Source: an optimization exercise on an open RTL-to-GDS flow (aim: small area, a short achievable clock period and few clock cycles). Production flows keep margins and buffers that such runs may drop. Function was checked by simulation only, so behaviour that the tests miss may differ from the original. No activity file was given, so power comes from the tool's default toggle rates.

## flow/design.v (module list and top-level ports; edited modules follow where they fit)
// module board_scan_counter: 2577 lines
// module board_scan_counter_back: 132 lines
// module flood_fill_engine: 147 lines
module flood_fill_engine (
  input  logic       CLOCK,
  input  logic       RESET_N,
  input  logic [4:0] SIZE,
  input  logic       LOAD_VALID,
  input  logic [4:0] LOAD_X,
  input  logic [4:0] LOAD_Y,
  input  logic [2:0] LOAD_COLOR,
  input  logic       LOAD_DONE,
  input  logic       COLOR_SEL_SIG,
  input  logic [2:0] COLOR_SELECTED,
  output logic       CHANGING_COLOR,
  input  logic [4:0] RD_X,
  input  logic [4:0] RD_Y,
  output logic [2:0] RD_COLOR,
  output logic [7:0] MOVES,
  output logic [9:0] FLOODED_COUNT,
  output logic       WON,
  output logic [1:0] DBG_STATE
);
  // ...
==> flow/run.sh <==
#!/bin/bash
# synth_recipe.tcl (not shown) runs the flow's synth.tcl, then flattens the netlist and writes it again
# the make line also repeats each setting of config.mk as NAME=value (left out here)
make -C /OpenROAD-flow-scripts/flow DESIGN_CONFIG=/design/flow/config.mk WORK_HOME=/design/flow/orfs CLKGATE_MAP_FILE= SYNTH_SCRIPT=/design/flow/synth_recipe.tcl finish
==> flow/config.mk <==
export PLATFORM = sky130hd
export DESIGN_NAME = flood_fill_engine
export DESIGN_NICKNAME = flood_fill_engine
export VERILOG_FILES = /design/flow/design.v
export SDC_FILE = /design/flow/constraint.sdc
export NUM_CORES = 4
export LEC_CHECK = 0
export CAP_MARGIN = 20
export CELL_PAD_IN_SITES_DETAIL_PLACEMENT = 0
export CELL_PAD_IN_SITES_GLOBAL_PLACEMENT = 1
export CORE_MARGIN = 2
export CORE_UTILIZATION = 60
export CTS_BUF_LIST = sky130_fd_sc_hd__clkbuf_8
export CTS_CLUSTER_DIAMETER = 60
export CTS_CLUSTER_SIZE = 20
export PLACE_DENSITY = 0.7
export SETUP_SLACK_MARGIN = 3.0
export SLEW_MARGIN = 20
==> flow/constraint.sdc <==
create_clock -name core_clock -period 10.0 [get_ports {CLOCK}]
set_input_delay 2.0000 -clock core_clock [delete_from_list [all_inputs] [get_ports {CLOCK}]]
set_output_delay 2.0000 -clock core_clock [all_outputs]
set_load 0.01 [all_outputs]
==> summary.md, run 1 <==
| Metric | Value |
|---|---|
| XOR/XNOR Fraction of Synth Area | `just over 10%` |
| Io pins | `about 60` |
| Post-Place Setup Slack | `~0.51 ns` |
| Synth Flop Type | `edfxtp_1` |
| Most frequent cell after synthesis | `edfxtp_1` |
| Post-Place Cells | `approximately 22000` |
| Post-Syn Area per Cell | `~9.8 µm²` |
| Yosys top cell area share | `34.0%` |
| Synth area leader | `edfxtp_1` |
| Post-synth top cells | `edfxtp_1 (2028), xnor2_1 (1961), nand2_1 (1235), nor2_1 (1168), inv_1 (1078)` |
| Synth Area in Compound Gates | `between 10% and 20%` |
| GR peak layer | `met2` |
| Die Height | `about 550 µm` |
| Net Count, Synth | `roughly 19000` |
| Clk buf depth | `4` |
| Number of synthesized register bits | `2768` |
| Status | `stopped before the end` |
| Synth area leaders | `edfxtp_1 (34%), xnor2_1 (9.6%), dfxtp_1 (8.3%), fa_1 (7.5%), a22oi_1 (4.3%)` |
| Total GRT Usage | `about nine tenths` |
| Synth cell types | `93` |
| Global-route wire length before repair | `between 1500000 and 2000000 µm` |
| Clock sinks | `about 2800` |
| Number of synthesized flops with an enable pin | `roughly 2000` |
| Synthesized cell area | `179000 µm²` |
| Mux share of post-synthesis cell area | `0.0280%` |
| Sequential-to-total area share from yosys stat | `42.3%` |
| Post-CTS setup buffers | `91` |
| Largest family of logic cells by synthesized area | `compound AO/OA/AOI/OAI gates` |
| Rows | `200` |
| Ys async rst share | `0%` |
| Halt Stage | `global routing (5_1_grt)` |
| Stop Error | `[ERROR GRT-0116] Global routing finished with congestion. Check the congestion regions in the DRC Viewer.` |
| Placer Congestion | `1.67` |
| Largest net degree at the start of global routing | `185` |
| Root buffer cell | `clkbuf_8` |
| Cell Area, Placed | `approximately 190000 µm²` |
| Post-CTS sizing | `between 200 and 300` |
| GRT met2 Usage | `96.3%` |
| Met3 Use GR | `85.2%` |
Testbench counts, summed over its fixed seeds: cycles 2,037.
==> module board_scan_counter_back, before the edit <==
module board_scan_counter_back (
  input  logic [43:0] cut,
  output logic [9:0] sum_a,
  output logic [9:0] sum_b
);
  logic t1685;
  logic t1686;
  logic t1847;
  logic t1848;
  logic t1849;
  logic t1850;
  logic t1851;
  logic t1852;
  logic t1921;
  logic t1922;
  logic t1923;
  logic t1924;
  logic t1925;
  logic t1926;
  logic t1927;
  logic t1928;
  logic t1929;
  logic t1930;
  logic t1931;
  logic t1932;
  logic t1933;
  logic t1934;
  logic t1959;
  logic t1960;
  logic t1961;
  logic t1962;
  logic t1963;
  logic t1964;
  logic t1965;
  logic t1966;
  logic t1967;
  logic t1968;
  logic t1969;
  logic t1970;
  logic t1971;
  logic t1972;
  logic t1973;
  logic t1974;
  logic t1979;
  logic t1980;
  logic t1981;
  logic t1982;
  logic t1983;
  logic t1984;
  logic t1985;
  logic t1986;
  logic t1987;
  logic t1988;
  logic t1989;
  logic t1990;
  logic t1991;
  logic t1992;
  logic t1993;
  logic t1994;
  logic t1995;
  logic t1996;
  logic t1997;
  logic t1998;
  logic t1999;
  logic t2000;
  logic t2001;
  logic t2002;
  assign t1685 = cut[2] ^ cut[3] ^ cut[5];
  assign t1686 = (cut[2] & cut[3]) | (cut[2] & cut[5]) | (cut[3] & cut[5]);
  assign t1847 = cut[4] ^ cut[7] ^ cut[6];
  assign t1848 = (cut[4] & cut[7]) | (cut[4] & cut[6]) | (cut[7] & cut[6]);
  assign t1849 = cut[9] ^ cut[11] ^ cut[13];
  assign t1850 = (cut[9] & cut[11]) | (cut[9] & cut[13]) | (cut[11] & cut[13]);
  assign t1851 = cut[15] ^ t1686 ^ t1847;
  assign t1852 = (cut[15] & t1686) | (cut[15] & t1847) | (t1686 & t1847);
  assign t1921 = cut[17] ^ cut[8] ^ cut[18];
  assign t1922 = (cut[17] & cut[8]) | (cut[17] & cut[18]) | (cut[8] & cut[18]);
  assign t1923 = cut[19] ^ cut[10] ^ cut[12];
  assign t1924 = (cut[19] & cut[10]) | (cut[19] & cut[12]) | (cut[10] & cut[12]);
  assign t1925 = cut[14] ^ cut[16] ^ cut[21];
  assign t1926 = (cut[14] & cut[16]) | (cut[14] & cut[21]) | (cut[16] & cut[21]);
  assign t1927 = cut[23] ^ cut[25] ^ cut[27];
  assign t1928 = (cut[23] & cut[25]) | (cut[23] & cut[27]) | (cut[25] & cut[27]);
  assign t1929 = t1921 ^ t1848 ^ t1850;
  assign t1930 = (t1921 & t1848) | (t1921 & t1850) | (t1848 & t1850);
  assign t1931 = t1923 ^ t1925 ^ t1927;
  assign t1932 = (t1923 & t1925) | (t1923 & t1927) | (t1925 & t1927);
  assign t1933 = t1852 ^ t1929 ^ t1931;
  assign t1934 = (t1852 & t1929) | (t1852 & t1931) | (t1929 & t1931);
  assign t1959 = cut[20] ^ cut[30] ^ cut[32];
  assign t1960 = (cut[20] & cut[30]) | (cut[20] & cut[32]) | (cut[30] & cut[32]);
  assign t1961 = cut[34] ^ cut[22] ^ cut[24];
  assign t1962 = (cut[34] & cut[22]) | (cut[34] & cut[24]) | (cut[22] & cut[24]);
  assign t1963 = cut[26] ^ cut[28] ^ cut[36];
  assign t1964 = (cut[26] & cut[28]) | (cut[26] & cut[36]) | (cut[28] & cut[36]);
  assign t1965 = cut[38] ^ t1922 ^ t1959;
  assign t1966 = (cut[38] & t1922) | (cut[38] & t1959) | (t1922 & t1959);
  assign t1967 = t1924 ^ t1926 ^ t1928;
  assign t1968 = (t1924 & t1926) | (t1924 & t1928) | (t1926 & t1928);
  assign t1969 = t1961 ^ t1963 ^ t1965;
  assign t1970 = (t1961 & t1963) | (t1961 & t1965) | (t1963 & t1965);
  assign t1971 = t1930 ^ t1932 ^ t1967;
  assign t1972 = (t1930 & t1932) | (t1930 & t1967) | (t1932 & t1967);
  assign t1973 = t1969 ^ t1934 ^ t1971;
  assign t1974 = (t1969 & t1934) | (t1969 & t1971) | (t1934 & t1971);
  assign t1979 = cut[29] ^ cut[40] ^ cut[31];
  assign t1980 = (cut[29] & cut[40]) | (cut[29] & cut[31]) | (cut[40] & cut[31]);
  assign t1981 = cut[33] ^ cut[35] ^ cut[42];
  assign t1982 = (cut[33] & cut[35]) | (cut[33] & cut[42]) | (cut[35] & cut[42]);
  assign t1983 = cut[37] ^ cut[39] ^ t1979;
  assign t1984 = (cut[37] & cut[39]) | (cut[37] & t1979) | (cut[39] & t1979);
  assign t1985 = t1960 ^ t1981 ^ t1962;
  assign t1986 = (t1960 & t1981) | (t1960 & t1962) | (t1981 & t1962);
  assign t1987 = t1964 ^ t1983 ^ t1966;
  assign t1988 = (t1964 & t1983) | (t1964 & t1966) | (t1983 & t1966);
  assign t1989 = t1985 ^ t1968 ^ t1970;
  assign t1990 = (t1985 & t1968) | (t1985 & t1970) | (t1968 & t1970);
  assign t1991 = t1987 ^ t1972 ^ t1989;
  assign t1992 = (t1987 & t1972) | (t1987 & t1989) | (t1972 & t1989);
  assign t1993 = cut[41] ^ cut[43] ^ t1980;
  assign t1994 = (cut[41] & cut[43]) | (cut[41] & t1980) | (cut[43] & t1980);
  assign t1995 = t1982 ^ t1993 ^ t1984;
  assign t1996 = (t1982 & t1993) | (t1982 & t1984) | (t1993 & t1984);
  assign t1997 = t1986 ^ t1995 ^ t1988;
  assign t1998 = (t1986 & t1995) | (t1986 & t1988) | (t1995 & t1988);
  assign t1999 = t1990 ^ t1997 ^ t1992;
  assign t2000 = (t1990 & t1997) | (t1990 & t1992) | (t1997 & t1992);
  assign t2001 = t1994 ^ t1996 ^ t1998;
  assign t2002 = (t1994 & t1996) | (t1994 & t1998) | (t1996 & t1998);
  assign sum_a = {1'b0, t2002, t2001, t1999, t1974, t1973, t1933, t1849, t1685, cut[0]};
  assign sum_b = {1'b0, 1'b0, t2000, 1'b0, t1991, 1'b0, 1'b0, t1851, 1'b0, cut[1]};
endmodule
==> module flood_fill_engine, before the edit <==
module flood_fill_engine (
  input  logic       CLOCK,
  input  logic       RESET_N,
  input  logic [4:0] SIZE,
  input  logic       LOAD_VALID,
  input  logic [4:0] LOAD_X,
  input  logic [4:0] LOAD_Y,
  input  logic [2:0] LOAD_COLOR,
  input  logic       LOAD_DONE,
  input  logic       COLOR_SEL_SIG,
  input  logic [2:0] COLOR_SELECTED,
  output logic       CHANGING_COLOR,
  input  logic [4:0] RD_X,
  input  logic [4:0] RD_Y,
  output logic [2:0] RD_COLOR,
  output logic [7:0] MOVES,
  output logic [9:0] FLOODED_COUNT,
  output logic       WON,
  output logic [1:0] DBG_STATE
);
  localparam int N          = 26;
  localparam int NCELL      = N * N;
  localparam int GROW_STEPS = 3;
  localparam int NCUT       = 44;    
  logic             busy, start_q, sel_q, won_q;
  logic [4:0]       size_q;
  logic [2:0]       target_q;
  logic [NCUT-1:0]  cut, cut_q;
  logic [9:0]       sum_a, sum_b, area, need_carry;
  logic [NCELL-1:0]   flooded;
  logic [NCELL*3-1:0] color;
  logic             sel_rise, start, request, recolor, grow_en, more;
  logic [2:0]       grow_color, wr_color;
  logic [N-1:0]     row_act, col_act, load_row, load_col;
  logic [NCELL-1:0] match, match_or;
  logic [NCELL-1:0] fl [GROW_STEPS+1];
  assign sel_rise   = COLOR_SEL_SIG & ~sel_q;
  assign start      = ~busy & LOAD_DONE;
  assign request    = ~busy & ~LOAD_DONE & sel_rise & ~won_q;
  assign recolor    = request & (COLOR_SELECTED != target_q);
  assign grow_en    = busy | recolor;
  assign grow_color = busy ? target_q : COLOR_SELECTED;
  assign wr_color   = !RESET_N ? 3'd0 : (recolor ? COLOR_SELECTED : LOAD_COLOR);
  assign area       = 10'(size_q) * 10'(size_q);
  for (genvar k = 0; k < N; k++) begin : g_line
    assign row_act[k]  = grow_en && (5'(k) < size_q);
    assign col_act[k]  = (5'(k) < size_q);
    assign load_row[k] = ~busy && LOAD_VALID && (LOAD_Y == 5'(k));
    assign load_col[k] = (LOAD_X == 5'(k));
  end
  assign match_or = match | flooded;
  assign fl[0]    = flooded;
  for (genvar s = 0; s < GROW_STEPS; s++) begin : g_step
    for (genvar gy = 0; gy < N; gy++) begin : g_row
      for (genvar gx = 0; gx < N; gx++) begin : g_col
        localparam int I = gy * N + gx;
        logic nb;
        assign nb = ((gx > 0)     ? fl[s][(gx > 0     ? I - 1 : I)] : 1'b0) |
                    ((gx < N - 1) ? fl[s][(gx < N - 1 ? I + 1 : I)] : 1'b0) |
                    ((gy > 0)     ? fl[s][(gy > 0     ? I - N : I)] : 1'b0) |
                    ((gy < N - 1) ? fl[s][(gy < N - 1 ? I + N : I)] : 1'b0);
        assign fl[s+1][I] = match_or[I] & (fl[0][I] | nb);
      end
    end
  end
  assign more = |(fl[1] & ~fl[0]);
  for (genvar gy = 0; gy < N; gy++) begin : g_row
    for (genvar gx = 0; gx < N; gx++) begin : g_col
      localparam int I = gy * N + gx;
      logic [2:0] color_q;
      logic       flooded_q;
      logic       wr;
      assign color[I*3 +: 3] = color_q;
      assign flooded[I]      = flooded_q;
      assign match[I]        = row_act[gy] & col_act[gx] & (color_q == grow_color);
      assign wr              = !RESET_N || (load_row[gy] && load_col[gx]) || (recolor && flooded_q);
      always_ff @(posedge CLOCK) begin
        if (wr) color_q <= wr_color;
        if (!RESET_N || start) flooded_q <= (I == 0) && RESET_N;
        else                   flooded_q <= fl[GROW_STEPS][I];
      end
    end
  end
  board_scan_counter u_count (
    .in_bits (flooded),
    .cut     (cut)
  );
  board_scan_counter_back u_count_back (
    .cut   (cut_q),
    .sum_a (sum_a),
    .sum_b (sum_b)
  );
  assign FLOODED_COUNT = sum_a + sum_b;
  assign need_carry    = sum_a ^ sum_b ^ area;
  always_comb begin
    WON = !need_carry[0];
    for (int i = 1; i < 10; i++)
      WON &= need_carry[i] == ((sum_a[i-1] & sum_b[i-1]) |
                               ((sum_a[i-1] | sum_b[i-1]) & !area[i-1]));
  end
  always_ff @(posedge CLOCK) begin
    if (!RESET_N) begin
      busy     <= 1'b0;
      start_q  <= 1'b0;
      sel_q    <= 1'b0;
      won_q    <= 1'b0;
      size_q   <= 5'd2;
      target_q <= 3'd0;
      MOVES    <= 8'd0;
      cut_q    <= '0;
    end else begin
      sel_q <= COLOR_SEL_SIG;
      won_q <= WON;
      cut_q <= cut;
      if (start) begin
        busy     <= 1'b1;
        start_q  <= 1'b1;
        size_q   <= SIZE;
        target_q <= color[2:0];
        MOVES    <= 8'd0;
      end else if (request) begin
        busy <= 1'b1;
        if (recolor) begin
          target_q <= COLOR_SELECTED;
          if (MOVES != 8'hff) MOVES <= MOVES + 8'd1;
        end
      end else if (busy && !more) begin
        if (start_q) start_q <= 1'b0;
        else         busy    <= 1'b0;
      end
    end
  end
  logic [N-1:0]   rd_row_sel, rd_col_sel;
  logic [N*3-1:0] rd_row;
  for (genvar k = 0; k < N; k++) begin : g_rd_sel
    assign rd_row_sel[k] = (RD_Y == 5'(k));
    assign rd_col_sel[k] = (RD_X == 5'(k));
  end
  always_comb begin
    rd_row = '0;
    for (int y = 0; y < N; y++) rd_row |= {(N*3){rd_row_sel[y]}} & color[y*N*3 +: N*3];
    RD_COLOR = '0;
    for (int x = 0; x < N; x++) RD_COLOR |= {3{rd_col_sel[x]}} & rd_row[x*3 +: 3];
  end
  assign CHANGING_COLOR = busy;
  assign DBG_STATE      = {1'b0, busy};
endmodule
==> run 2: changes to the inputs <==
--- a/flow/design.v
+++ b/flow/design.v
@@ -1,11 +1,11 @@
 module board_scan_counter (
   input  logic [675:0] in_bits,
-  output logic [43:0] cut
+  output logic [31:0] cut
 );
   logic t677;
   logic t678;
   logic t679;
   logic t680;
   logic t681;
   logic t682;
   logic t683;
@@ -1005,16 +1005,18 @@
   logic t1677;
   logic t1678;
   logic t1679;
   logic t1680;
   logic t1681;
   logic t1682;
   logic t1683;
   logic t1684;
+  logic t1685;
+  logic t1686;
   logic t1687;
   logic t1688;
   logic t1689;
   logic t1690;
   logic t1691;
   logic t1692;
   logic t1693;
   logic t1694;
@@ -1165,16 +1167,20 @@
   logic t1839;
   logic t1840;
   logic t1841;
   logic t1842;
   logic t1843;
   logic t1844;
   logic t1845;
   logic t1846;
+  logic t1847;
+  logic t1848;
+  logic t1849;
+  logic t1850;
   logic t1853;
   logic t1854;
   logic t1855;
   logic t1856;
   logic t1857;
   logic t1858;
   logic t1859;
   logic t1860;
@@ -1233,16 +1239,24 @@
   logic t1913;
   logic t1914;
   logic t1915;
   logic t1916;
   logic t1917;
   logic t1918;
   logic t1919;
   logic t1920;
+  logic t1921;
+  logic t1922;
+  logic t1923;
+  logic t1924;
+  logic t1925;
+  logic t1926;
+  logic t1927;
+  logic t1928;
   logic t1935;
   logic t1936;
   logic t1937;
   logic t1938;
   logic t1939;
   logic t1940;
   logic t1941;
   logic t1942;
@@ -1257,20 +1271,30 @@
   logic t1951;
   logic t1952;
   logic t1953;
   logic t1954;
   logic t1955;
   logic t1956;
   logic t1957;
   logic t1958;
+  logic t1959;
+  logic t1960;
+  logic t1961;
+  logic t1962;
+  logic t1963;
+  logic t1964;
   logic t1975;
   logic t1976;
   logic t1977;
   logic t1978;
+  logic t1979;
+  logic t1980;
+  logic t1981;
+  logic t1982;
   assign t677 = in_bits[0] ^ in_bits[1] ^ in_bits[2];
   assign t678 = (in_bits[0] & in_bits[1]) | (in_bits[0] & in_bits[2]) | (in_bits[1] & in_bits[2]);
   assign t679 = in_bits[3] ^ in_bits[4] ^ in_bits[5];
   assign t680 = (in_bits[3] & in_bits[4]) | (in_bits[3] & in_bits[5]) | (in_bits[4] & in_bits[5]);
   assign t681 = in_bits[6] ^ in_bits[7] ^ in_bits[8];
   assign t682 = (in_bits[6] & in_bits[7]) | (in_bits[6] & in_bits[8]) | (in_bits[7] & in_bits[8]);
   assign t683 = in_bits[9] ^ in_bits[10] ^ in_bits[11];
   assign t684 = (in_bits[9] & in_bits[10]) | (in_bits[9] & in_bits[11]) | (in_bits[10] & in_bits[11]);
@@ -2269,16 +2293,18 @@
   assign t1677 = t1657 ^ t1659 ^ t1661;
   assign t1678 = (t1657 & t1659) | (t1657 & t1661) | (t1659 & t1661);
   assign t1679 = t1663 ^ t1665 ^ t1667;
   assign t1680 = (t1663 & t1665) | (t1663 & t1667) | (t1665 & t1667);
   assign t1681 = t1669 ^ t1671 ^ t1350;
   assign t1682 = (t1669 & t1671) | (t1669 & t1350) | (t1671 & t1350);
   assign t1683 = t1673 ^ t1675 ^ t1677;
   assign t1684 = (t1673 & t1675) | (t1673 & t1677) | (t1675 & t1677);
+  assign t1685 = t1679 ^ t1681 ^ t1683;
+  assign t1686 = (t1679 & t1681) | (t1679 & t1683) | (t1681 & t1683);
   assign t1687 = t1352 ^ t1354 ^ t1356;
   assign t1688 = (t1352 & t1354) | (t1352 & t1356) | (t1354 & t1356);
   assign t1689 = t1358 ^ t1360 ^ t1362;
   assign t1690 = (t1358 & t1360) | (t1358 & t1362) | (t1360 & t1362);
   assign t1691 = t1364 ^ t1366 ^ t1368;
   assign t1692 = (t1364 & t1366) | (t1364 & t1368) | (t1366 & t1368);
   assign t1693 = t1370 ^ t1372 ^ t1374;
   assign t1694 = (t1370 & t1372) | (t1370 & t1374) | (t1372 & t1374);
@@ -2429,16 +2455,20 @@
   assign t1839 = t1674 ^ t1676 ^ t1678;
   assign t1840 = (t1674 & t1676) | (t1674 & t1678) | (t1676 & t1678);
   assign t1841 = t1680 ^ t1821 ^ t1823;
   assign t1842 = (t1680 & t1821) | (t1680 & t1823) | (t1821 & t1823);
   assign t1843 = t1825 ^ t1827 ^ t1829;
   assign t1844 = (t1825 & t1827) | (t1825 & t1829) | (t1827 & t1829);
   assign t1845 = t1831 ^ t1833 ^ t1835;
   assign t1846 = (t1831 & t1833) | (t1831 & t1835) | (t1833 & t1835);
+  assign t1847 = t1682 ^ t1837 ^ t1684;
+  assign t1848 = (t1682 & t1837) | (t1682 & t1684) | (t1837 & t1684);
+  assign t1849 = t1839 ^ t1841 ^ t1843;
+  assign t1850 = (t1839 & t1841) | (t1839 & t1843) | (t1841 & t1843);
   assign t1853 = t1688 ^ t1690 ^ t1692;
   assign t1854 = (t1688 & t1690) | (t1688 & t1692) | (t1690 & t1692);
   assign t1855 = t1694 ^ t1696 ^ t1698;
   assign t1856 = (t1694 & t1696) | (t1694 & t1698) | (t1696 & t1698);
   assign t1857 = t1700 ^ t1702 ^ t1704;
   assign t1858 = (t1700 & t1702) | (t1700 & t1704) | (t1702 & t1704);
   assign t1859 = t1706 ^ t1708 ^ t1710;
   assign t1860 = (t1706 & t1708) | (t1706 & t1710) | (t1708 & t1710);
@@ -2497,16 +2527,24 @@
   assign t1913 = t1822 ^ t1824 ^ t1826;
   assign t1914 = (t1822 & t1824) | (t1822 & t1826) | (t1824 & t1826);
   assign t1915 = t1828 ^ t1830 ^ t1832;
   assign t1916 = (t1828 & t1830) | (t1828 & t1832) | (t1830 & t1832);
   assign t1917 = t1834 ^ t1836 ^ t1899;
   assign t1918 = (t1834 & t1836) | (t1834 & t1899) | (t1836 & t1899);
   assign t1919 = t1901 ^ t1903 ^ t1905;
   assign t1920 = (t1901 & t1903) | (t1901 & t1905) | (t1903 & t1905);
+  assign t1921 = t1907 ^ t1838 ^ t1909;
+  assign t1922 = (t1907 & t1838) | (t1907 & t1909) | (t1838 & t1909);
+  assign t1923 = t1911 ^ t1840 ^ t1842;
+  assign t1924 = (t1911 & t1840) | (t1911 & t1842) | (t1840 & t1842);
+  assign t1925 = t1844 ^ t1846 ^ t1913;
+  assign t1926 = (t1844 & t1846) | (t1844 & t1913) | (t1846 & t1913);
+  assign t1927 = t1915 ^ t1917 ^ t1919;
+  assign t1928 = (t1915 & t1917) | (t1915 & t1919) | (t1917 & t1919);
   assign t1935 = t1854 ^ t1856 ^ t1858;
   assign t1936 = (t1854 & t1856) | (t1854 & t1858) | (t1856 & t1858);
   assign t1937 = t1860 ^ t1862 ^ t1864;
   assign t1938 = (t1860 & t1862) | (t1860 & t1864) | (t1862 & t1864);
   assign t1939 = t1866 ^ t1868 ^ t1870;
   assign t1940 = (t1866 & t1868) | (t1866 & t1870) | (t1868 & t1870);
   assign t1941 = t1872 ^ t1874 ^ t1876;
   assign t1942 = (t1872 & t1874) | (t1872 & t1876) | (t1874 & t1876);
@@ -2521,112 +2559,86 @@
   assign t1951 = t1896 ^ t1898 ^ t1941;
   assign t1952 = (t1896 & t1898) | (t1896 & t1941) | (t1898 & t1941);
   assign t1953 = t1943 ^ t1945 ^ t1947;
   assign t1954 = (t1943 & t1945) | (t1943 & t1947) | (t1945 & t1947);
   assign t1955 = t1900 ^ t1902 ^ t1904;
   assign t1956 = (t1900 & t1902) | (t1900 & t1904) | (t1902 & t1904);
   assign t1957 = t1906 ^ t1908 ^ t1910;
   assign t1958 = (t1906 & t1908) | (t1906 & t1910) | (t1908 & t1910);
+  assign t1959 = t1912 ^ t1949 ^ t1951;
+  assign t1960 = (t1912 & t1949) | (t1912 & t1951) | (t1949 & t1951);
+  assign t1961 = t1953 ^ t1914 ^ t1916;
+  assign t1962 = (t1953 & t1914) | (t1953 & t1916) | (t1914 & t1916);
+  assign t1963 = t1918 ^ t1920 ^ t1955;
+  assign t1964 = (t1918 & t1920) | (t1918 & t1955) | (t1920 & t1955);
   assign t1975 = t1936 ^ t1938 ^ t1940;
   assign t1976 = (t1936 & t1938) | (t1936 & t1940) | (t1938 & t1940);
   assign t1977 = t1942 ^ t1944 ^ t1946;
   assign t1978 = (t1942 & t1944) | (t1942 & t1946) | (t1944 & t1946);
+  assign t1979 = t1948 ^ t1975 ^ t1950;
+  assign t1980 = (t1948 & t1975) | (t1948 & t1950) | (t1975 & t1950);
+  assign t1981 = t1952 ^ t1954 ^ t1977;
+  assign t1982 = (t1952 & t1954) | (t1952 & t1977) | (t1954 & t1977);
   assign cut[0] = t1347;
   assign cut[1] = t1349;
-  assign cut[2] = t1679;
-  assign cut[3] = t1681;
-  assign cut[4] = t1682;
-  assign cut[5] = t1683;
-  assign cut[6] = t1684;
-  assign cut[7] = t1837;
-  assign cut[8] = t1838;
-  assign cut[9] = t1839;
-  assign cut[10] = t1840;
-  assign cut[11] = t1841;
-  assign cut[12] = t1842;
-  assign cut[13] = t1843;
-  assign cut[14] = t1844;
-  assign cut[15] = t1845;
-  assign cut[16] = t1846;
-  assign cut[17] = t1907;
-  assign cut[18] = t1909;
-  assign cut[19] = t1911;
-  assign cut[20] = t1912;
-  assign cut[21] = t1913;
-  assign cut[22] = t1914;
-  assign cut[23] = t1915;
-  assign cut[24] = t1916;
-  assign cut[25] = t1917;
-  assign cut[26] = t1918;
-  assign cut[27] = t1919;
-  assign cut[28] = t1920;
-  assign cut[29] = t1948;
-  assign cut[30] = t1949;
-  assign cut[31] = t1950;
-  assign cut[32] = t1951;
-  assign cut[33] = t1952;
-  assign cut[34] = t1953;
-  assign cut[35] = t1954;
-  assign cut[36] = t1955;
-  assign cut[37] = t1956;
-  assign cut[38] = t1957;
-  assign cut[39] = t1958;
-  assign cut[40] = t1975;
-  assign cut[41] = t1976;
-  assign cut[42] = t1977;
-  assign cut[43] = t1978;
+  assign cut[2] = t1685;
+  assign cut[3] = t1686;
+  assign cut[4] = t1845;
+  assign cut[5] = t1847;
+  assign cut[6] = t1848;
+  assign cut[7] = t1849;
+  assign cut[8] = t1850;
+  assign cut[9] = t1921;
+  assign cut[10] = t1922;
+  assign cut[11] = t1923;
+  assign cut[12] = t1924;
+  assign cut[13] = t1925;
+  assign cut[14] = t1926;
+  assign cut[15] = t1927;
+  assign cut[16] = t1928;
+  assign cut[17] = t1956;
+  assign cut[18] = t1957;
+  assign cut[19] = t1958;
+  assign cut[20] = t1959;
+  assign cut[21] = t1960;
+  assign cut[22] = t1961;
+  assign cut[23] = t1962;
+  assign cut[24] = t1963;
+  assign cut[25] = t1964;
+  assign cut[26] = t1976;
+  assign cut[27] = t1978;
+  assign cut[28] = t1979;
+  assign cut[29] = t1980;
+  assign cut[30] = t1981;
+  assign cut[31] = t1982;
 endmodule
 module board_scan_counter_back (
-  input  logic [43:0] cut,
+  input  logic [31:0] cut,
   output logic [9:0] sum_a,
   output logic [9:0] sum_b
 );
-  logic t1685;
-  logic t1686;
-  logic t1847;
-  logic t1848;
-  logic t1849;
-  logic t1850;
   logic t1851;
   logic t1852;
-  logic t1921;
-  logic t1922;
-  logic t1923;
-  logic t1924;
-  logic t1925;
-  logic t1926;
-  logic t1927;
-  logic t1928;
   logic t1929;
   logic t1930;
   logic t1931;
   logic t1932;
   logic t1933;
   logic t1934;
-  logic t1959;
-  logic t1960;
-  logic t1961;
-  logic t1962;
-  logic t1963;
-  logic t1964;
   logic t1965;
   logic t1966;
   logic t1967;
   logic t1968;
   logic t1969;
   logic t1970;
   logic t1971;
   logic t1972;
   logic t1973;
   logic t1974;
-  logic t1979;
-  logic t1980;
-  logic t1981;
-  logic t1982;
   logic t1983;
   logic t1984;
   logic t1985;
   logic t1986;
   logic t1987;
   logic t1988;
   logic t1989;
   logic t1990;
@@ -2637,79 +2649,55 @@
   logic t1995;
   logic t1996;
   logic t1997;
   logic t1998;
   logic t1999;
   logic t2000;
   logic t2001;
   logic t2002;
-  assign t1685 = cut[2] ^ cut[3] ^ cut[5];
-  assign t1686 = (cut[2] & cut[3]) | (cut[2] & cut[5]) | (cut[3] & cut[5]);
-  assign t1847 = cut[4] ^ cut[7] ^ cut[6];
-  assign t1848 = (cut[4] & cut[7]) | (cut[4] & cut[6]) | (cut[7] & cut[6]);
-  assign t1849 = cut[9] ^ cut[11] ^ cut[13];
-  assign t1850 = (cut[9] & cut[11]) | (cut[9] & cut[13]) | (cut[11] & cut[13]);
-  assign t1851 = cut[15] ^ t1686 ^ t1847;
-  assign t1852 = (cut[15] & t1686) | (cut[15] & t1847) | (t1686 & t1847);
-  assign t1921 = cut[17] ^ cut[8] ^ cut[18];
-  assign t1922 = (cut[17] & cut[8]) | (cut[17] & cut[18]) | (cut[8] & cut[18]);
-  assign t1923 = cut[19] ^ cut[10] ^ cut[12];
-  assign t1924 = (cut[19] & cut[10]) | (cut[19] & cut[12]) | (cut[10] & cut[12]);
-  assign t1925 = cut[14] ^ cut[16] ^ cut[21];
-  assign t1926 = (cut[14] & cut[16]) | (cut[14] & cut[21]) | (cut[16] & cut[21]);
-  assign t1927 = cut[23] ^ cut[25] ^ cut[27];
-  assign t1928 = (cut[23] & cut[25]) | (cut[23] & cut[27]) | (cut[25] & cut[27]);
-  assign t1929 = t1921 ^ t1848 ^ t1850;
-  assign t1930 = (t1921 & t1848) | (t1921 & t1850) | (t1848 & t1850);
-  assign t1931 = t1923 ^ t1925 ^ t1927;
-  assign t1932 = (t1923 & t1925) | (t1923 & t1927) | (t1925 & t1927);
+  assign t1851 = cut[4] ^ cut[3] ^ cut[5];
+  assign t1852 = (cut[4] & cut[3]) | (cut[4] & cut[5]) | (cut[3] & cut[5]);
+  assign t1929 = cut[9] ^ cut[6] ^ cut[8];
+  assign t1930 = (cut[9] & cut[6]) | (cut[9] & cut[8]) | (cut[6] & cut[8]);
+  assign t1931 = cut[11] ^ cut[13] ^ cut[15];
+  assign t1932 = (cut[11] & cut[13]) | (cut[11] & cut[15]) | (cut[13] & cut[15]);
   assign t1933 = t1852 ^ t1929 ^ t1931;
   assign t1934 = (t1852 & t1929) | (t1852 & t1931) | (t1929 & t1931);
-  assign t1959 = cut[20] ^ cut[30] ^ cut[32];
-  assign t1960 = (cut[20] & cut[30]) | (cut[20] & cut[32]) | (cut[30] & cut[32]);
-  assign t1961 = cut[34] ^ cut[22] ^ cut[24];
-  assign t1962 = (cut[34] & cut[22]) | (cut[34] & cut[24]) | (cut[22] & cut[24]);
-  assign t1963 = cut[26] ^ cut[28] ^ cut[36];
-  assign t1964 = (cut[26] & cut[28]) | (cut[26] & cut[36]) | (cut[28] & cut[36]);
-  assign t1965 = cut[38] ^ t1922 ^ t1959;
-  assign t1966 = (cut[38] & t1922) | (cut[38] & t1959) | (t1922 & t1959);
-  assign t1967 = t1924 ^ t1926 ^ t1928;
-  assign t1968 = (t1924 & t1926) | (t1924 & t1928) | (t1926 & t1928);
-  assign t1969 = t1961 ^ t1963 ^ t1965;
-  assign t1970 = (t1961 & t1963) | (t1961 & t1965) | (t1963 & t1965);
+  assign t1965 = cut[18] ^ cut[10] ^ cut[20];
+  assign t1966 = (cut[18] & cut[10]) | (cut[18] & cut[20]) | (cut[10] & cut[20]);
+  assign t1967 = cut[12] ^ cut[14] ^ cut[16];
+  assign t1968 = (cut[12] & cut[14]) | (cut[12] & cut[16]) | (cut[14] & cut[16]);
+  assign t1969 = cut[22] ^ cut[24] ^ t1965;
+  assign t1970 = (cut[22] & cut[24]) | (cut[22] & t1965) | (cut[24] & t1965);
   assign t1971 = t1930 ^ t1932 ^ t1967;
   assign t1972 = (t1930 & t1932) | (t1930 & t1967) | (t1932 & t1967);
   assign t1973 = t1969 ^ t1934 ^ t1971;
   assign t1974 = (t1969 & t1934) | (t1969 & t1971) | (t1934 & t1971);
-  assign t1979 = cut[29] ^ cut[40] ^ cut[31];
-  assign t1980 = (cut[29] & cut[40]) | (cut[29] & cut[31]) | (cut[40] & cut[31]);
-  assign t1981 = cut[33] ^ cut[35] ^ cut[42];
-  assign t1982 = (cut[33] & cut[35]) | (cut[33] & cut[42]) | (cut[35] & cut[42]);
-  assign t1983 = cut[37] ^ cut[39] ^ t1979;
-  assign t1984 = (cut[37] & cut[39]) | (cut[37] & t1979) | (cut[39] & t1979);
-  assign t1985 = t1960 ^ t1981 ^ t1962;
-  assign t1986 = (t1960 & t1981) | (t1960 & t1962) | (t1981 & t1962);
-  assign t1987 = t1964 ^ t1983 ^ t1966;
-  assign t1988 = (t1964 & t1983) | (t1964 & t1966) | (t1983 & t1966);
+  assign t1983 = cut[17] ^ cut[19] ^ cut[28];
+  assign t1984 = (cut[17] & cut[19]) | (cut[17] & cut[28]) | (cut[19] & cut[28]);
+  assign t1985 = cut[21] ^ cut[30] ^ cut[23];
+  assign t1986 = (cut[21] & cut[30]) | (cut[21] & cut[23]) | (cut[30] & cut[23]);
+  assign t1987 = cut[25] ^ t1983 ^ t1966;
+  assign t1988 = (cut[25] & t1983) | (cut[25] & t1966) | (t1983 & t1966);
   assign t1989 = t1985 ^ t1968 ^ t1970;
   assign t1990 = (t1985 & t1968) | (t1985 & t1970) | (t1968 & t1970);
   assign t1991 = t1987 ^ t1972 ^ t1989;
   assign t1992 = (t1987 & t1972) | (t1987 & t1989) | (t1972 & t1989);
-  assign t1993 = cut[41] ^ cut[43] ^ t1980;
-  assign t1994 = (cut[41] & cut[43]) | (cut[41] & t1980) | (cut[43] & t1980);
-  assign t1995 = t1982 ^ t1993 ^ t1984;
-  assign t1996 = (t1982 & t1993) | (t1982 & t1984) | (t1993 & t1984);
+  assign t1993 = cut[26] ^ cut[27] ^ cut[29];
+  assign t1994 = (cut[26] & cut[27]) | (cut[26] & cut[29]) | (cut[27] & cut[29]);
+  assign t1995 = cut[31] ^ t1993 ^ t1984;
+  assign t1996 = (cut[31] & t1993) | (cut[31] & t1984) | (t1993 & t1984);
   assign t1997 = t1986 ^ t1995 ^ t1988;
   assign t1998 = (t1986 & t1995) | (t1986 & t1988) | (t1995 & t1988);
   assign t1999 = t1990 ^ t1997 ^ t1992;
   assign t2000 = (t1990 & t1997) | (t1990 & t1992) | (t1997 & t1992);
   assign t2001 = t1994 ^ t1996 ^ t1998;
   assign t2002 = (t1994 & t1996) | (t1994 & t1998) | (t1996 & t1998);
-  assign sum_a = {1'b0, t2002, t2001, t1999, t1974, t1973, t1933, t1849, t1685, cut[0]};
+  assign sum_a = {1'b0, t2002, t2001, t1999, t1974, t1973, t1933, cut[7], cut[2], cut[0]};
   assign sum_b = {1'b0, 1'b0, t2000, 1'b0, t1991, 1'b0, 1'b0, t1851, 1'b0, cut[1]};
 endmodule
 module flood_fill_engine (
   input  logic       CLOCK,
   input  logic       RESET_N,
   input  logic [4:0] SIZE,
   input  logic       LOAD_VALID,
   input  logic [4:0] LOAD_X,
@@ -2725,37 +2713,36 @@
   output logic [7:0] MOVES,
   output logic [9:0] FLOODED_COUNT,
   output logic       WON,
   output logic [1:0] DBG_STATE
 );
   localparam int N          = 26;
   localparam int NCELL      = N * N;
   localparam int GROW_STEPS = 3;
-  localparam int NCUT       = 44;    
+  localparam int NCUT       = 32;    
   logic             busy, start_q, sel_q, won_q;
   logic [4:0]       size_q;
   logic [2:0]       target_q;
   logic [NCUT-1:0]  cut, cut_q;
-  logic [9:0]       sum_a, sum_b, area, need_carry;
+  logic [9:0]       sum_a, sum_b, area_q, need_carry;
   logic [NCELL-1:0]   flooded;
   logic [NCELL*3-1:0] color;
   logic             sel_rise, start, request, recolor, grow_en, more;
   logic [2:0]       grow_color, wr_color;
   logic [N-1:0]     row_act, col_act, load_row, load_col;
   logic [NCELL-1:0] match, match_or;
   logic [NCELL-1:0] fl [GROW_STEPS+1];
   assign sel_rise   = COLOR_SEL_SIG & ~sel_q;
   assign start      = ~busy & LOAD_DONE;
   assign request    = ~busy & ~LOAD_DONE & sel_rise & ~won_q;
   assign recolor    = request & (COLOR_SELECTED != target_q);
   assign grow_en    = busy | recolor;
   assign grow_color = busy ? target_q : COLOR_SELECTED;
   assign wr_color   = !RESET_N ? 3'd0 : (recolor ? COLOR_SELECTED : LOAD_COLOR);
-  assign area       = 10'(size_q) * 10'(size_q);
   for (genvar k = 0; k < N; k++) begin : g_line
     assign row_act[k]  = grow_en && (5'(k) < size_q);
     assign col_act[k]  = (5'(k) < size_q);
     assign load_row[k] = ~busy && LOAD_VALID && (LOAD_Y == 5'(k));
     assign load_col[k] = (LOAD_X == 5'(k));
   end
   assign match_or = match | flooded;
   assign fl[0]    = flooded;
@@ -2795,41 +2782,43 @@
     .cut     (cut)
   );
   board_scan_counter_back u_count_back (
     .cut   (cut_q),
     .sum_a (sum_a),
     .sum_b (sum_b)
   );
   assign FLOODED_COUNT = sum_a + sum_b;
-  assign need_carry    = sum_a ^ sum_b ^ area;
+  assign need_carry    = sum_a ^ sum_b ^ area_q;
   always_comb begin
     WON = !need_carry[0];
     for (int i = 1; i < 10; i++)
       WON &= need_carry[i] == ((sum_a[i-1] & sum_b[i-1]) |
-                               ((sum_a[i-1] | sum_b[i-1]) & !area[i-1]));
+                               ((sum_a[i-1] | sum_b[i-1]) & !area_q[i-1]));
   end
   always_ff @(posedge CLOCK) begin
     if (!RESET_N) begin
       busy     <= 1'b0;
       start_q  <= 1'b0;
       sel_q    <= 1'b0;
       won_q    <= 1'b0;
       size_q   <= 5'd2;
+      area_q   <= 10'd4;
       target_q <= 3'd0;
       MOVES    <= 8'd0;
       cut_q    <= '0;
     end else begin
       sel_q <= COLOR_SEL_SIG;
       won_q <= WON;
       cut_q <= cut;
       if (start) begin
         busy     <= 1'b1;
         start_q  <= 1'b1;
         size_q   <= SIZE;
+        area_q   <= 10'(SIZE) * 10'(SIZE);
         target_q <= color[2:0];
         MOVES    <= 8'd0;
       end else if (request) begin
         busy <= 1'b1;
         if (recolor) begin
           target_q <= COLOR_SELECTED;
           if (MOVES != 8'hff) MOVES <= MOVES + 8'd1;
         end
==> flow/config.mk (replaced) <==
export PLATFORM = sky130hd
export DESIGN_NAME = flood_fill_engine
export DESIGN_NICKNAME = flood_fill_engine
export VERILOG_FILES = /design/flow/design.v
export SDC_FILE = /design/flow/constraint.sdc
export NUM_CORES = 4
export LEC_CHECK = 0
export CAP_MARGIN = 20
export CELL_PAD_IN_SITES_DETAIL_PLACEMENT = 1
export CELL_PAD_IN_SITES_GLOBAL_PLACEMENT = 2
export CORE_MARGIN = 2
export CORE_UTILIZATION = 25
export CTS_BUF_LIST = sky130_fd_sc_hd__clkbuf_8
export CTS_CLUSTER_DIAMETER = 50
export CTS_CLUSTER_SIZE = 16
export PLACE_DENSITY = 0.4
export SETUP_SLACK_MARGIN = 3.0
export SLEW_MARGIN = 20
==> run 2 against run 1 <==
Now clean on timing, DRC and antenna. Synthesized cell count increased by 4.1%. Area after synthesis up 0.24%.
==> summary.md, run 2 <==
| Metric | Value |
|---|---|
| Net Count, Synth | `19700 (was 18900)` |
| Max Fclk | `between 0.1 and 0.15 GHz` |
| Peak VDD IR | `162 µV` |
| Slew HR | `5.83%` |
| Synth area leader | `edfxtp_1 (unchanged)` |
| Status | `no timing/DRC/antenna violations (was stopped before the end)` |
| Net count, final | `around 21000` |
| DR DRC count | `0` |
| Cell Area, Placed | `202000 µm² (was 188000 µm²)` |
| Max_cap viols | `0` |
| Design area | `219000 µm²` |
| Storage element area | `roughly 76000 µm²` |
| Crit path time final | `between 8 and 9 ns` |
| Final period utilization | `89.8%` |
| Synth area leaders | `edfxtp_1 (34%), xnor2_1 (9.5%), dfxtp_1 (8.2%), fa_1 (7.5%), a22oi_1 (7.1%) (was edfxtp_1 (34%), xnor2_1 (9.6%), dfxtp_1 (8.3%), fa_1 (7.5%), a22oi_1 (4.3%))` |
| Worst-path clk slew | `roughly 0.06 ns` |
| DR vias | `between 150k and 200k` |
| Max Slew Vio Count | `0` |
| Yosys top cell area share | `34.0% (about the same)` |
| Combinational cell fraction of total power | `18.8%` |
| Largest register FFs | `roughly 2000` |
| Largest net degree at the start of global routing | `124` |
| Sequential-to-total area share from yosys stat | `42.2% (was 42.3%)` |
| Synth Flop Type | `edfxtp_1 (unchanged)` |
| Sw frac | `~36%` |
| Io pins | `61 (unchanged)` |
| Pwr Density | `between 150 and 200 nW/µm²` |
| CTS tree | `built` |
| Number of DRC markers in iteration 0 | `37900` |
| Biggest regs | `g_row.g_col.color_q (2028), g_row.g_col.flooded_q (676), cut_q (32)` |
| Clock share of power | `40.7%` |
| Kind of critical path | `input port to output pin` |
| Post-route ant nets | `0` |
| Clock sinks | `2764 (was 2768)` |
| WHS | `0.479 ns` |
| Global-route wire length before repair | `around 2300000 µm` |
| Initial antenna violation count | `402` |
| Clk buf depth | `4 (unchanged)` |
| DP HPWL | `1530000 µm (was 978000 µm)` |
| Critical Path Sink Type | `output pin` |
| Unrepaired setup endpoints after global routing | `yes` |
| Biggest register | `g_row.g_col.color_q` |
| WP data required | `approximately 8.0 ns` |
| Number of global-route vias before repair | `182000` |
| Sequential share of power | `a little over 40%` |
| Vias per cell | `approximately 6.6` |
| TritonRoute pass-1 iters | `7` |
| Fraction of layout cells with a size suffix above 1 | `between 10% and 20%` |
| Hold Buf Count CTS | `0 (unchanged)` |
| Post-Syn Area per Cell | `9.46 µm² (was 9.82 µm²)` |
| GR peak layer | `met2` |
| Type of the worst min-delay path | `flop to flop` |
| Final setup fails | `0` |
| CTS Buf Count | `561 (was 244)` |
| Commonest non-fill, non-tap cell in the layout | `edfxtp_1` |
| Syn. warnings | `2 (unchanged)` |
| Met3 Use GR | `slightly below 20%` |
| Synthesized cell area | `179000 µm² (about the same)` |
| Leak | `82.2 nW` |
| Worst-Margin Slew | `about 1.4 ns` |
| CTS H-tree lvls | `6 (was 4)` |
| Die area | `~720000 µm²` |
| GRT met1 Usage | `approximately 64%` |
| Post-Synthesis Cells | `19000 (was 18200)` |
| Worst Setup Start Kind | `input port` |
| Final WL | `1880000 µm` |
| Clock Latency Late Sink | `1.47 ns` |
| CORE AREA | `between 700000 and 800000 µm²` |
| Number of synthesized register bits | `2764 (was 2768)` |
| Starting Density | `25.1% (was 60.3%)` |
| Post-synth top cells | `edfxtp_1 (2028), xnor2_1 (1940), nand2_1 (1925), a22oi_1 (1708), inv_1 (1135) (was edfxtp_1 (2028), xnor2_1 (1961), nand2_1 (1235), nor2_1 (1168), inv_1 (1078))` |
| Synth cell types | `86 (was 93)` |
| GRT met2 Usage | `~67%` |
| Post-Place Setup Slack | `-0.452 ns (was 0.505 ns)` |
| Total GRT Usage | `49.9%` |
| Switch Pwr | `12.2 mW` |
| WL/cell | `between 60 and 70 µm` |
| Placer Congestion | `1.10 (was 1.67)` |
| Most frequent cell after synthesis | `edfxtp_1 (unchanged)` |
| Most frequent cells in the layout | `edfxtp_1 (2028), xnor2_1 (1940), nand2_1 (1912)` |
| Crit path DAT | `roughly 7.0 ns` |
| Root buffer cell | `clkbuf_8 (unchanged)` |
| Die width | `851 µm (was 550 µm)` |
| Clock skew | `0.109 ns` |
| Area growth syn-to-layout | `21.9%` |
| Final worst slack | `1.02 ns` |
| GRT overflow | `0` |
| Area of the multi-input gates | `approximately 98000 µm²` |
| Die Height | `851 µm (was 550 µm)` |
| TNS Setup | `0 ns` |
| Fin. Hold Viols | `0` |
| Ys async rst share | `0% (unchanged)` |
| Critical Path Fanout Max | `10` |
| Fillcell total | `between 80000 and 90000` |
| Internal Power | `~22 mW` |
| Rows | `311 (was 200)` |
| Number of synthesized flops with an enable pin | `2028 (unchanged)` |
| IO buf count | `59 (unchanged)` |
==> run 2: changes by cell type after synthesis, sizes merged, moves of 98 or more <==
cell / before / now
nand2: 1235 / 1925
a22oi: 1019 / 1708
a221o: 676 / 0
nor2: 1168 / 986
a31oi: 698 / 567
o21ai: 277 / 384
a21oi: 1024 / 1122
==> run 2: worst paths after layout <==
check / end / startpoint / cells after the start / slack, ns
max: RD_COLOR[0] / RD_Y[3] / 19 / 1.02
min: g_row[16].g_col[19].flooded_q / g_row[16].g_col[19].flooded_q / 2 / 0.48
max reg2reg: cut_q[7] / g_row[8].g_col[8].flooded_q / 13 / 2.75
min reg2reg: g_row[16].g_col[19].flooded_q / g_row[16].g_col[19].flooded_q / 2 / 0.48
==> run 2: routing by layer <==
| layer | up-vias | wire length (µm) |
|---|---|---|
| li1 | 72000 | - |
| met1 | 106000 | 740000 |
| met2 | 16900 | 728000 |
| met3 | 4146 | 237000 |
| met4 | 137 | 176000 |
| met5 | - | 1760 |
==> run 2: what timing repair did <==
item	CTS	global route
gates resized for setup	250	53
endpoints found under the setup margin	13	10
gates cloned	20	1
buffers inserted	115	18
pin swaps	60	34
==> run 2: worst max-delay path, stage by stage <==
cell       delay [ns]
buf_12           0.11
or2_4            0.20
buf_4            0.14
nor2_4           0.04
buf_12           0.17
buf_16           0.18
a22oi_2          0.26
nand3_1          0.11
nor3_2           0.23
nand4_1          0.35
a31oi_4          0.98
buf_6            0.20
o2111ai_4        0.12
buf_6            0.17
nor4_4           0.27
buf_6            0.19
nand4_1          0.55
buf_4            0.37
buf_6            0.12
==> run 2: logic make-up after synthesis <==
| logic type | share of synthesized area (%) |
|---|---|
| and+or+nand+nor | 17.7 |
| AOI/OAI and AO/OA | 17.1 |
| DFF | 42.2 |
| buffers and inverters | 5.33 |
| xor gates and xnor gates | 10.0 |
| adders and majority gates | 7.63 |
| muxes | 0.0279 |
| other | 0.00209 |
==> run 2: final cells by class <==
type | instances | share of cell area (%)
diodes | 270 | 0.309
inverters | 1137 | 1.95
well taps | 9546 | 5.46
clock inverters | 409 | 1.78
multi-input cells | 13800 | 44.7
flip-flops and latches | 2764 | 34.6
repair buffers | 1679 | 7.31
clock buffers | 616 | 3.88
==> run 2: power by group through the flow <==
stage	Combinational (mW)	Sequential (mW)	Clock [mW]
after floorplan	2.89	13.7	0
after global placement	6.01	14.2	0
after detailed placement	6.06	14.1	0
after CTS	6.17	13.9	14.0
after global routing	6.43	13.9	14.4
final	6.45	13.9	14.0
==> run 2: stage by stage <==
stage	total power, mW	utilization, %	std cells
6_report	34.3	30.5	30200
5_1_grt	34.8	30.5	30000
4_1_cts	34.1	30.3	29900
3_5_place_dp	20.2	28.2	28700
3_3_place_gp	20.2	28.2	28700
2_1_floorplan	16.6	-	19000
Testbench counts of run 2, summed over its fixed seeds: cycles 2,037.

[re-timing with driven ports]
The flow's constraints put no driver on any port. The routed layout listed below was extracted and timed again, unchanged, in two steps. Step 1, drivers: a clkbuf_16 drives CLOCK and a buf_2 each remaining input, both assumed. Step 2 moves the port delays by t, midway between the first and last clock arrival at a register: inputs arrive t later, outputs are due t later. That takes back most of the time a late clock gives input paths. Three values: ideal, step 1, step 2; two values: the first two.
run: run 2
t, ns: 1.562
setup WS [ns]: 1.025 / 0.961 / 0.961
worst setup path at the end: input to output
clock arrival spread, ns: 0.119 / 0.120
pins driven straight from the clock port: 1
After both steps run 2 still meets setup and hold. For run 2, drivers alone change the setup slack by -0.064 ns; drivers and shift together by -0.064 ns.
